From an optimization exercise on the open Yosys and OpenROAD flow, aimed at small area and a short achievable clock period; shortcuts taken in it are not production practice. In this exercise RTL edits were held to simulation tests only and were not proved equivalent to the original. Power and IR drop assume default switching activity.

==> flow/design.v (excerpt) <==
module am_mult_top
(
  input  logic                      clk,
  input  logic                      arst_n,
  input  logic [am_pkg::OP_W-1:0]   a,
  input  logic [am_pkg::OP_W-1:0]   b,
  output logic [am_pkg::PROD_W-1:0] product
);
  logic [am_pkg::OP_W-1:0]  a_q;
  logic [am_pkg::NDIG-1:0]  one_q;
  logic [am_pkg::NDIG-1:0]  two_q;
  logic [am_pkg::NDIG-1:0]  neg_q;
  logic                     b23_q;
  logic [am_pkg::CUT_W-1:0] cs_q;
  logic [4:0]               valid;
  always_ff @(posedge clk or negedge arst_n) begin
    if (!arst_n) begin
      valid <= '0;
    end else begin
      valid <= {valid[3:0], 1'b1};
    end
  end
  pp_init_stage ops_i (
    .clk   (clk),
    .a     (a),
    .b     (b),
    .a_q   (a_q),
    .one_q (one_q),
    .two_q (two_q),
    .neg_q (neg_q),
    .b23_q (b23_q)
  );
  csa_row_stage tree_i (
    .clk  (clk),
    .a    (a_q),
    .one  (one_q),
    .two  (two_q),
    .neg  (neg_q),
    .b23  (b23_q),
    .cs_q (cs_q)
  );
  cpa_stage cpa_i (
    .clk     (clk),
    .arst_n  (arst_n),
    .valid   (valid[4]),
    .cs      (cs_q),
    .product (product)
  );
endmodule
For scale: roughly 1800 cells after synthesis, roughly 390 flip-flops, ~98 I/O pins, roughly 23000 µm² of cells after synthesis.
Settings: LEC_CHECK=0, CAP_MARGIN=20, CORE_MARGIN=2, CORE_UTILIZATION=65, CTS_CLUSTER_DIAMETER=120, CTS_CLUSTER_SIZE=22, PLACE_DENSITY=0.9, SLEW_MARGIN=20, SYNTH_HIERARCHICAL=1, SYNTH_MINIMUM_KEEP_SIZE=0, BUFFER_PORTS_ARGS=-buffer_cell sky130_fd_sc_hd__buf_2; clock period 9.5 ns.
standard.sh (not shown) runs the stock make flow with config.mk's settings and CLKGATE_MAP_FILE= SYNTH_SCRIPT=/design/flow/synth_recipe.tcl, a recipe that flattens the netlist after the stock synthesis.
==> flow/flow/run.sh <==
#!/bin/bash
# The standard layout (standard.sh), with one change to how ORFS builds
# it: the ports are buffered with buf_2. buffer_ports otherwise picks a slow
# delay cell (clkdlybuf4s50), which then sits on every output path.
set -euo pipefail
echo 'export BUFFER_PORTS_ARGS = -buffer_cell sky130_fd_sc_hd__buf_2' >> config.mk
bash standard.sh > standard.log 2>&1
==> next run, changes <==
==> flow/flow/run.sh (replaced) <==
#!/bin/bash
# The standard layout, with two changes to how ORFS builds it:
#  - ports are buffered with buf_2 (buffer_ports otherwise picks a slow
#    delay cell, which sits on every output path);
#  - repair_timing aims for 6.3 ns of setup slack at the design's period,
#    so that it sizes the critical paths (the SDC is not changed).
set -euo pipefail
echo 'export BUFFER_PORTS_ARGS = -buffer_cell sky130_fd_sc_hd__buf_2' >> config.mk
echo 'export SETUP_SLACK_MARGIN = 6.3' >> config.mk
bash standard.sh > standard.log 2>&1
CAP_MARGIN = 50   (was 20)
CORE_UTILIZATION = 70   (was 65)
PLACE_DENSITY = not set   (was 0.9)
SETUP_SLACK_MARGIN = 6.3   (was not set)
SLEW_MARGIN = 70   (was 20)
After rerunning: The new run ran to the end with no violations; power barely changes; core utilization rises by 5.5 points; maximum frequency rose by 18%; wire length shrinks by 4.4%; cell area grows by 1.1%; setup slack gets better by 560 ps; worst hold slack loses 3.7 ps; non-clock buffer count is unchanged; global-route usage came out higher by 1.7 points.
==> next run, changes <==
==> flow/flow/run.sh (replaced) <==
#!/bin/bash
# The standard layout (standard.sh), with one change to how ORFS builds
# it: the ports are buffered with buf_2. buffer_ports otherwise picks a slow
# delay cell (clkdlybuf4s50), which then sits on every output path.
set -euo pipefail
echo 'export BUFFER_PORTS_ARGS = -buffer_cell sky130_fd_sc_hd__buf_2' >> config.mk
bash standard.sh > standard.log 2>&1
CAP_MARGIN = 20   (was 50)
CORE_UTILIZATION = 65   (was 70)
PLACE_DENSITY = 0.8   (was not set)
SETUP_SLACK_MARGIN = not set   (was 6.3)
SLEW_MARGIN = 20   (was 70)
Die area increases by about 7.5%.
Worst setup slack loses 580 ps.
Fmax falls by 16%.
Via count is about the same.
Final cell count stays flat.
==> next run, changes <==
==> flow/flow/run.sh (replaced) <==
#!/bin/bash
# The standard layout, with two changes to how ORFS builds it:
#  - ports are buffered with buf_2 (buffer_ports otherwise picks a slow
#    delay cell, which sits on every output path);
#  - repair_timing aims for 6.3 ns of setup slack at the design's period,
#    so that it sizes the critical paths (the SDC is not changed).
set -euo pipefail
echo 'export BUFFER_PORTS_ARGS = -buffer_cell sky130_fd_sc_hd__buf_2' >> config.mk
echo 'export SETUP_SLACK_MARGIN = 6.3' >> config.mk
bash standard.sh > standard.log 2>&1
CAP_MARGIN = 50   (was 20)
CTS_CLUSTER_DIAMETER = 150   (was 120)
CTS_CLUSTER_SIZE = 30   (was 22)
PLACE_DENSITY = not set   (was 0.8)
SETUP_SLACK_MARGIN = 6.3   (was not set)
SLEW_MARGIN = 70   (was 20)
Worst setup slack is better by 560 ps. Wire length goes down slightly. Cell count stays flat. Utilization went up by 0.96 points. Via count falls slightly.

Setup of run A:
am_mult_top again, from the RTL that the note above started with.
==> flow/config.mk <==
export PLATFORM = sky130hd
export DESIGN_NAME = am_mult_top
export DESIGN_NICKNAME = am_mult_top
export VERILOG_FILES = /design/flow/design.v
export SDC_FILE = /design/flow/constraint.sdc
export NUM_CORES = 4
export LEC_CHECK = 0
export CAP_MARGIN = 20
export CORE_MARGIN = 2
export CORE_UTILIZATION = 65
export CTS_CLUSTER_DIAMETER = 120
export CTS_CLUSTER_SIZE = 22
export SLEW_MARGIN = 20
export SYNTH_HIERARCHICAL = 1
export SYNTH_MINIMUM_KEEP_SIZE = 0
export BUFFER_PORTS_ARGS = -buffer_cell sky130_fd_sc_hd__buf_2
==> flow/constraint.sdc <==
create_clock -name core_clock -period 9.5 [get_ports {clk}]
set_input_delay 1.9000 -clock core_clock [delete_from_list [all_inputs] [get_ports {clk}]]
set_output_delay 1.9000 -clock core_clock [all_outputs]
set_load 0.01 [all_outputs]
==> flow/flow/run.sh <==
#!/bin/bash
# The standard layout (standard.sh), with one change to how ORFS builds
# it: the ports are buffered with buf_2. buffer_ports otherwise picks a slow
# delay cell (clkdlybuf4s50), which then sits on every output path.
set -euo pipefail
echo 'export BUFFER_PORTS_ARGS = -buffer_cell sky130_fd_sc_hd__buf_2' >> config.mk
bash standard.sh > standard.log 2>&1
The final layout from run A, which completed every stage, passed the timing, design-rule and antenna checks at the end of the flow.
The inputs of run B differ from those of run A as listed below.
Settings: SLEW_MARGIN changed from 20 to 70; CAP_MARGIN changed from 20 to 50.
Results
Run B did not stop at any stage, and its layout met the timing, design-rule and antenna checks.
Relative to run A, met1 capacity usage during global routing increased by 0.50 points in run B.
Compared with run A, run B shows a met2 track utilization from global routing that is 0.28 points lower.
Reported for run B and run A, tap cell instance count turned out identical to the last digit.
Edits applied to the flow inputs when going from run B to run C:
Settings: CAP_MARGIN changed from 50 to 20; SLEW_MARGIN changed from 70 to 20; CTS_CLUSTER_SIZE removed (was 22); SETUP_SLACK_MARGIN newly set to 6.5; CTS_CLUSTER_DIAMETER removed (was 120).
==> flow/flow/run.sh <==
#!/bin/bash
# The standard layout, with two changes to how ORFS builds it:
#  - ports are buffered with buf_2 (buffer_ports otherwise picks a slow
#    delay cell, which sits on every output path);
#  - repair_timing aims for 6.5 ns of setup slack at the design's period,
#    so that it sizes the critical paths (the SDC is not changed).
set -euo pipefail
echo 'export BUFFER_PORTS_ARGS = -buffer_cell sky130_fd_sc_hd__buf_2' >> config.mk
echo 'export SETUP_SLACK_MARGIN = 6.5' >> config.mk
bash standard.sh > standard.log 2>&1
### Flow results
When run C is measured against run B, its insertion delay to the later sink of the worst-skew pair turns out 0.02 ns higher. Delta (run C minus run B): post-route cell area up 2900 um2, final cell count without fillers went up, proportion of power drawn by the clock network rose by 5.6 points, sequential share of layout area dropped 3.5 points, post-layout utilization of the core increased by 8.3 points relative to the old numbers. Delta (run C minus run B): global-route wire length before repair +about 6%; achievable frequency moved up.
#### Input delta (run D over run C)
Settings: CTS_CLUSTER_SIZE: unset -> 22; CTS_CLUSTER_DIAMETER: unset -> 120; SETUP_SLACK_MARGIN: 6.5 -> 6.3.
--- a/flow/flow/run.sh
+++ b/flow/flow/run.sh
@@ -5 +5 @@
-#  - repair_timing aims for 6.5 ns of setup slack at the design's period,
+#  - repair_timing aims for 6.3 ns of setup slack at the design's period,
@@ -9 +9 @@
-echo 'export SETUP_SLACK_MARGIN = 6.5' >> config.mk
+echo 'export SETUP_SLACK_MARGIN = 6.3' >> config.mk
Results
Run C → run D: total power dropped about 15%, global-route met3 utilization went down by 0.26 points, clock distribution power lost 44%, final cycle utilization of the critical path up 1.2 points.
Between run D and run C, it is run D whose part of the total power dissipated in combinational logic is higher, by 1.8 points.
Compared with run C, run D degrades maximum clock frequency.
Via count (run D vs. run C) decreases by a little under 10%
Final instance area (run D / run C): 0.902
Run D vs run C: count of plain and timing-repair buffers down in run D
Area after detailed placement of run D is on par with run C.
Area occupied by multi-input gates on run D is down relative to run C.

-- separate check: timing with driven ports --
In the flow no input, the clock included, has a driving cell. The finished layouts below were timed again as built, in two steps.
Step 1: set_driving_cell puts a clkbuf_16 on clk and a buf_2 on each other input, an assumption about the parent block.
Step 2 moves the port delays by t, midway between the first and last clock arrival at a register: inputs arrive t later, outputs are due t later. That takes back most of the time a late clock gives input paths.
a / b / c = ideal ports / drivers / drivers and shift; a / b = the first two.
run | shift t [ns] | setup slack, ns | slew at the worst register clock pin (ns) | pins driven straight from the clock port
the first run of note 1 | 0.597 | 5.793 / 5.793 / 5.793 | 0.11 / 0.11 | 1
the second run of note 1 | 0.601 | 6.353 / 6.353 / 6.353 | 0.10 / 0.10 | 1
the third run of note 1 | 0.601 | 5.772 / 5.772 / 5.772 | 0.10 / 0.10 | 1
the fourth run of note 1 | 0.585 | 6.329 / 6.329 / 6.329 | 0.12 / 0.12 | 1
run A | 0.605 | 6.232 / 6.232 / 6.232 | 0.10 / 0.10 | 1
run B | 0.594 | 6.238 / 6.238 / 6.238 | 0.10 / 0.10 | 1
run C | 0.614 | 6.444 / 6.444 / 6.444 | 0.07 / 0.07 | 1
run D | 0.605 | 6.332 / 6.332 / 6.332 | 0.09 / 0.09 | 1
After both steps every run listed still meets setup and hold.
